From an optimization exercise on the open Yosys and OpenROAD flow, aimed at small area and a short achievable clock period; shortcuts taken in it are not production practice.
RTL that was checked went through simulation tests only; none was proved equivalent to the original.
Power and IR drop assume default switching activity.

==> inputs of run H <==
Design rpn_cpu_core, start of the top module:
module rpn_cpu_core #(
    parameter int DATA_W      = 8,
    parameter int NREG        = 32,
    parameter int ADDR_W      = 8,
    parameter int STACK_DEPTH = 4
) (
    input  logic                            clk,
    input  logic                            reset,
    input  logic                            step,
    input  logic [3:0]                      evt,
    input  logic [DATA_W-1:0]               din,
    input  logic [11+2*DATA_W+ADDR_W-1:0]   instr,
    output logic [ADDR_W-1:0]               ip,
    output logic [DATA_W-1:0]               dout,
    output logic [DATA_W-1:0]               gpo,
    output logic [DATA_W-1:0]               flags
);
Settings: LEC_CHECK=0, CAP_MARGIN=20, CELL_PAD_IN_SITES_DETAIL_PLACEMENT=1, CORE_MARGIN=2, CORE_UTILIZATION=35, CTS_BUF_LIST=sky130_fd_sc_hd__clkbuf_8, CTS_CLUSTER_DIAMETER=80, CTS_CLUSTER_SIZE=16, PLACE_DENSITY=0.5, SETUP_SLACK_MARGIN=2.0, SLEW_MARGIN=20; clock period 13.0 ns.
standard.sh (not shown) runs the stock make flow with config.mk's settings and CLKGATE_MAP_FILE= SYNTH_SCRIPT=/design/flow/synth_recipe.tcl, a recipe that flattens the netlist after the stock synthesis.
==> flow/flow/run.sh <==
#!/bin/bash
# Standard ORFS layout, except that:
# - each register-file read port (modules rpn_rdport, rpn_rdsel, rpn_rdsel2) is synthesised
#   from a hand-mapped cell netlist (flow/rdport_map.v: a one-hot AND-OR of a222oi cells)
#   instead of Yosys/ABC's mapping; all registers and the rest of the design go through the
#   standard synthesis unchanged;
# - the port buffers are buf_1 cells (resized later where timing needs it).
set -euo pipefail
python3 flow/subst.py design.v flow/rdport_map.v design_mapped.v > subst.log 2>&1
bash standard.sh VERILOG_FILES="$PWD/design_mapped.v" \
    "BUFFER_PORTS_ARGS=-buffer_cell sky130_fd_sc_hd__buf_1" finish > standard.log 2>&1
Other scripts of this flow, unchanged in this note and not shown: flow/flow/rdport_map.v, flow/flow/subst.py
==> run G (differences from run H) <==
--- a/flow/design.v
+++ b/flow/design.v
@@ -36,30 +36,33 @@
                       .alt_a((t1 == 2'd1) ? r1_dir : regs_q[0]),
                       .alt_b((t1 == 2'd1) ? r1_dir : a1), .qa(acc), .qb(num1));
     rpn_rdsel u_r2i (.d(rf_q), .s(r2_dir[4:0]), .en(t2 == 2'd2),
                      .alt((t2 == 2'd1) ? r2_dir : a2), .q(num2));
     assign loc1 = (t1 == 2'd1) ? a1[4:0] : (t1 == 2'd2) ? r1_dir[4:0] : 5'd0;
     assign loc2 = (t2 == 2'd1) ? a2[4:0] : (t2 == 2'd2) ? r2_dir[4:0] : 5'd0;
     logic [8:0]  usum;
-    logic        sad_ovf, umul_ovf, smul_ok, ovf, mc8;
+    logic        sad_ovf, ovf, mc8, mhor, mxs8, zeqh, movf_c0, movf_c1;
     logic [15:0] mx, my;
-    logic [7:0]  mz, prod, mhx, mhy, zeq;
+    logic [7:0]  mz, prod, mhx, mhy;
+    logic [7:1]  zeq;
     assign usum    = {1'b0, acc} + {1'b0, num2};
     assign sad_ovf = (acc[7] == num2[7]) & (usum[7] != acc[7]);
     rpn_mul8 u_mul (.a(acc), .b(num2), .s(cmd[0]), .x(mx), .y(my));
     assign {mc8, mz} = {1'b0, mx[7:0]} + {1'b0, my[7:0]};
     assign prod      = mz ^ {cmd[0], 7'd0};
     assign mhx       = mx[15:8];
     assign mhy       = my[15:8];
-    assign umul_ovf  = (|mhx) | (|mhy) | mc8;
-    assign zeq[0]    = (mhx[0] ^ mhy[0]) == mc8;
+    assign mhor      = (|mhx) | (|mhy);
+    assign mxs8      = mhx[0] ^ mhy[0];
     for (genvar i = 1; i < 8; i++) begin : g_zeq
         assign zeq[i] = (mhx[i] ^ mhy[i]) == (mhx[i-1] | mhy[i-1]);
     end
-    assign smul_ok   = &zeq;
+    assign zeqh      = &zeq;
+    assign movf_c0   = cmd[0] ? ~(zeqh & ~mxs8) : mhor;
+    assign movf_c1   = cmd[0] ? ~(zeqh & mxs8) : 1'b1;
     assign ovf       = cmd[0] ? sad_ovf : usum[8];
     logic [7:0] alu, shf, wd;
     always_comb begin
         case (cmd)
             3'd0, 3'd1: alu = usum[7:0];
             3'd4:       alu = acc & num2;
             3'd5:       alu = acc | num2;
@@ -119,27 +122,30 @@
         if (g4) fl_d = regs_q[31] & ~cmd_mask;
         if (g3 & ~cmd[2] & ~cmd[1]) fl_d[4] = ovf;
         if (g1 & (cmd == 3'd1)) fl_d[5] = num1[7];
         if (g1 & (cmd == 3'd2)) fl_d[5] = num1[0];
         if (stkerr) fl_d[6] = 1'b1;
         fl_d[3:0] = fl_d[3:0] | evt;
         if (reset) fl_d = 8'd0;
-        if (g3 & ~cmd[2] & cmd[1] & ~reset) fl_d[4] = cmd[0] ? ~smul_ok : umul_ovf;
     end
+    logic       mulf, fl4_c0, fl4_c1;
+    assign mulf   = g3 & ~cmd[2] & cmd[1] & ~reset;
+    assign fl4_c0 = mulf ? movf_c0 : fl_d[4];
+    assign fl4_c1 = mulf ? movf_c1 : fl_d[4];
     for (genvar i = 0; i < 31; i++) begin : g_reg
         if (i == 28) begin : g_din
             always_ff @(posedge clk) begin
                 if (reset | evt[3]) rf_q[8*i +: 8] <= reset ? 8'd0 : din;
                 else if (wen[i]) rf_q[8*i +: 8] <= wdr;
             end
         end else begin : g_gen
             always_ff @(posedge clk) if (wen[i]) rf_q[8*i +: 8] <= wdr;
         end
     end
-    always_ff @(posedge clk) rf_q[255:248] <= fl_d;
+    always_ff @(posedge clk) rf_q[255:248] <= {fl_d[7:5], mc8 ? fl4_c1 : fl4_c0, fl_d[3:0]};
     logic [7:0] ip_inc, ip_d;
     logic       jump;
     assign ip_inc = ip_q + 8'd1;
     always_comb begin
         ip_d = ip_inc;
         if (g2 & take) ip_d = addr;
         if (g4 & regs_q[31][cmd]) ip_d = addr;
CORE_UTILIZATION = 30   (was 35)
CTS_CLUSTER_DIAMETER = unset   (was 80)
CTS_CLUSTER_SIZE = unset   (was 16)
PLACE_DENSITY = 0.45   (was 0.5)
SETUP_SLACK_MARGIN = 2.5   (was 2.0)
==> run C (differences from run H) <==
SETUP_SLACK_MARGIN = 3.0   (was 2.0)
==> qor summary <==
Endpoint of the lowest-slack register-to-register path: run H rf_q[23]$_DFFE_PP_; run C rf_q[87]$_DFFE_PP_; run G rf_q[252]$_DFF_P_
Clock Network Area Fraction: run H 2.82%; run C 2.63%; run G 5.09%
Number of logic stages on the critical path including buffering: run H 28; run C 30; run G 31
Routed WL per cell: run H 37.3 um; run C 37.3 um; run G 35.6 um
Result of the run: run H finished clean; run C finished clean; run G finished clean
Top-area cell type share of the netlist area: run H 44.0%; run C 44.0%; run G 43.5%
Fillers: run H 6,032; run C 5,922; run G 7,019
Power consumption: run H 0.00347 W; run C 0.00366 W; run G 0.00410 W
Clk_skew: run H 0.0225 ns; run C 0.0262 ns; run G 0.0221 ns
Number of violations reported at the end of detailed-routing iteration 0: run H 5,021; run C 5,044; run G 4,614
Clk Latency, worst-skew pair: run H 0.67 ns; run C 0.67 ns; run G 0.66 ns
Metal-1 WL: run H 40.3 mm; run C 40.0 mm; run G 43.6 mm
Synth Net Count: run H 1,899; run C 1,899; run G 1,934
Core Rows: run H 85; run C 85; run G 93
Combinational Power: run H 0.00144 W; run C 0.00163 W; run G 0.00169 W
Area share of and/or/nand/nor cells after synthesis: run H 15.1%; run C 15.1%; run G 15.8%
Inserted Clock Buffers: run H 29; run C 29; run G 57
Post-synthesis share of cell area spent on full adders, half adders and majority gates: run H 7.33%; run C 7.33%; run G 7.25%
Clk network pwr share: run H 18.3%; run C 17.4%; run G 24.4%
Sum of met2 wire segment lengths after detailed routing: run H 40.8 mm; run C 41.7 mm; run G 44.2 mm
Clk slew on worst S/H paths: run H 0.10 ns; run C 0.10 ns; run G 0.07 ns
Count of flip-flops with a built-in enable after synthesis: run H 281; run C 281; run G 280
Tmin final: run H 11.14 ns; run C 10.21 ns; run G 10.58 ns
Count of H-tree levels built during CTS: run H 1; run C 1; run G 2
Length of the first detailed-routing pass in iterations: run H 22; run C 17; run G 17
Vias per inst: run H 7.42; run C 7.47; run G 6.84
Function not checked in run G: the RTL went through the layout flow alone.

[static timing again, ports no longer ideal]
Ports are ideal in the flow. The routed layouts listed here were re-timed in OpenROAD. Step 1 sets driving cells, clkbuf_16 on the clock port and buf_2 on the other inputs (assumed; they add their load-dependent delay and slew). Step 2 times the ports against the registers' clock, not the clock port: input delays grow and output delays shrink by t, the midpoint of the rising clock arrivals with the driver on. Three values: no drivers, after step 1, after step 2; two values: the first two.
| run | t, ns | setup WS [ns] | worst hold slack (ns) | worst setup path after step 2 |
|---|---|---|---|---|
| run H | 0.714 | 1.858 / 1.792 / 1.077 | 0.643 / 0.643 / 0.643 | input to register |
| run G | 0.705 | 2.424 / 2.364 / 1.659 | 0.509 / 0.509 / 0.509 | input to register |
| run C | 0.714 | 2.792 / 2.723 / 2.009 | 0.641 / 0.641 / 0.641 | input to register |
After both steps setup and hold are still met in every run listed. The setup slack of run C, which loses most, moves by -0.069 ns with the drivers and by -0.783 ns with both steps.
